Background: an optimization exercise with open tools, aiming at small area. Do not read the settings as production practice.
At most, simulation tests tie the RTL to the original design; equivalence was not proved.
Power and IR drop assume default switching activity.

Design eth_tx_top, start of the top module:
module eth_tx_top
(
    input  logic        clk,
    input  logic        rst_n,
    input  logic        tx_start,
    input  logic [1:0]  tx_kind,
    input  logic        arp_op,
    input  logic [47:0] des_mac,
    input  logic [31:0] des_ip,
    input  logic [15:0] payload_len,
    input  logic [7:0]  payload_data,
    output logic        rdy,
    output logic [1:0]  busy_kind,
    output logic        payload_req,
    output logic        gmii_tx_en,
    output logic [7:0]  gmii_txd
);
For scale: about 820 cells after synthesis, roughly 120 I/O pins, roughly 7800 um^2 of cells after synthesis.
clock: 5.0 ns
lec_check: 0
cap_margin: 0
core_margin: 2
core_utilization: 40
slew_margin: 0
standard.sh (not shown) runs the stock make flow with config.mk's settings and CLKGATE_MAP_FILE= SYNTH_SCRIPT=/design/flow/synth_recipe.tcl, a recipe that flattens the netlist after the stock synthesis.
==> flow/flow/run.sh <==
#!/bin/bash
# Synthesis as the standard one but with an area-oriented abc script (flow/area.abc),
# then the standard layout with buf_1 port buffers and a clkbuf_8 clock tree without
# dummy loads; global placement keeps no resizer changes. Each make run's full output goes to its own log here.
set -euo pipefail
W=$PWD
export FLOW_ABC_SCRIPT=$W/flow/area.abc
make -C "$FLOW_HOME" DESIGN_CONFIG=$W/config.mk WORK_HOME=$W/orfs CLKGATE_MAP_FILE= \
  SYNTH_SCRIPT=$W/flow/synth_area.tcl synth > synth_flow.log 2>&1
export BUFFER_PORTS_ARGS="-buffer_cell sky130_fd_sc_hd__buf_1"
export GPL_KEEP_OVERFLOW=0
export CTS_ARGS="-sink_clustering_enable -repair_clock_nets -dont_use_dummy_load -buf_list sky130_fd_sc_hd__clkbuf_8"
bash standard.sh > standard_flow.log 2>&1
==> flow/flow/area.abc <==
strash
&get -n
&fraig -x
&put
scorr
dc2
balance
rewrite
refactor
balance
rewrite
rewrite -z
balance
refactor -z
rewrite -z
balance
strash
&get -n
&dch -f
&nf -R 1000 -p
&put
==> flow/flow/synth_area.tcl <==
# synth_recipe.tcl with one change: abc maps the combinational logic with flow/area.abc
# (an area-recovering script) in place of ORFS's speed script. Registers are untouched.
proc synth {args} { yosys synth -nofsm -noshare {*}$args }
proc abc {args} {
  set i [lsearch -exact $args -script]
  if { $i >= 0 } {
    set args [lreplace $args [expr {$i + 1}] [expr {$i + 1}] $::env(FLOW_ABC_SCRIPT)]
  }
  yosys abc {*}$args
}
source $::env(SCRIPTS_DIR)/synth.tcl
# left out here: clear keep_hierarchy, flatten, clean up, hide names made inside functions, write 1_2_yosys.v
Change:
--- a/flow/design.v
+++ b/flow/design.v
@@ -206,27 +206,23 @@
     end
     assign use_dflt = !(mac_nz && ip_nz) && (k >= 7'd30) && (k <= 7'd39);
     assign tap0     = use_dflt ? dflt : ring[0];
     always_ff @(posedge clk) begin
         rem <= (payload_len[10:0] & {11{accept}}) | ((rem - {10'd0, payload_req}) & {11{!idle}});
     end
     assign payload_req = more && (k >= 7'd71) && (k <= 7'd89);
     always_ff @(posedge clk) begin
         req_d <= payload_req;
     end
     logic       short_len, add20, lc3, lc4, lc5;
-    always_ff @(posedge clk) begin
-        short_len <= (accept && payload_len[10:5] == 6'd0 &&
-                      !(payload_len[4] && (payload_len[3] || payload_len[2] || payload_len[1]))) ||
-                     (short_len && !idle);
-    end
+    assign short_len = (rem[10:5] == 6'd0) && !(rem[4] && (rem[3] || rem[2] || rem[1]));
     assign body_len  = short_len ? 11'd18 : rem;
     assign add20       = k[1];
     assign len_sum[1:0] = body_len[1:0];
     assign len_sum[2]   = body_len[2] ^ add20;
     assign lc3          = body_len[2] && add20;
     assign len_sum[3]   = !(body_len[3] ^ lc3);
     assign lc4          = body_len[3] || lc3;
     assign len_sum[4]   = body_len[4] ^ add20 ^ lc4;
     assign lc5          = (body_len[4] && add20) || (body_len[4] && lc4) || (add20 && lc4);
     assign len_sum[10:5] = body_len[10:5] + {5'd0, lc5};
     always_ff @(posedge clk) begin
@@ -320,27 +316,27 @@
                         7'd58: cb = board_ip[31:24];
                         7'd59: cb = board_ip[23:16];
                         7'd60: cb = board_ip[15:8];
                         7'd61: cb = board_ip[7:0];
                         default: cb = 8'h00;
                     endcase
                 end
             end
         endcase
     end
     assign hdr = cb | (var_byte & {8{!(k >= 7'd36 && k <= 7'd39)}});
-    always_ff @(posedge clk) begin
-        fb <= hdr | (payload_data & {8{req_d}});
-    end
-    assign crc_en = (k >= 7'd31) && (k <= 7'd90);
+    logic [7:0] fb_d;
+    assign fb_d   = hdr | (payload_data & {8{req_d}}) | (~crc[7:0] & {8{k >= 7'd90 && k <= 7'd93}});
+    assign crc_en = (k >= 7'd30) && (k <= 7'd89);
     crc32_gen u_crc (
         .clk     (clk),
         .en      (crc_en),
-        .data    (fb),
+        .data    (fb_d),
         .crc_reg (crc)
     );
     always_ff @(posedge clk) begin
-        txd_r <= fb | (~crc[7:0] & {8{k >= 7'd91 && k <= 7'd94}});
+        fb    <= fb_d;
+        txd_r <= fb;
     end
     assign gmii_tx_en = (k >= 7'd24) && (k <= 7'd95);
     assign gmii_txd   = gmii_tx_en ? txd_r : 8'h00;
 endmodule
Result:
- The new run finished clean
- utilization grows by 1.6 points
- global-route usage grows by 0.36 points
- wire length grows by 1.3%
- fmax shrinks by 1.6%
- flip-flop and latch count shrinks by 1
- power shrinks by 1.3%
- design area grows by 1.0%
- worst setup slack is worse by 0.074 ns
- final cell count hardly moves
- clock-buffer cell count does not change
- worst hold slack hardly moves
The RTL of the first run of this note was laid out without a check of its function.

==> static timing again, ports no longer ideal <==
Ports are ideal in the flow. The routed layouts listed here were re-timed in OpenROAD. Step 1 sets driving cells, clkbuf_16 on the clock port and buf_2 on the other inputs (assumed; they add their load-dependent delay and slew). Step 2 moves the port delays by t, midway between the first and last clock arrival at a register: inputs arrive t later, outputs are due t later. That takes back most of the time a late clock gives input paths. Slacks: ideal / step 1 / step 2; pairs: ideal / step 1.
run	t, ns	setup WS [ns]	worst hold slack (ns)	worst register clock-pin slew, ns
the first run	0.489	0.273 / 0.273 / 0.273	0.324 / 0.324 / 0.324	0.12 / 0.12
the second run	0.495	0.198 / 0.198 / 0.198	0.326 / 0.326 / 0.326	0.11 / 0.11
After both steps setup and hold are still met in every run listed.
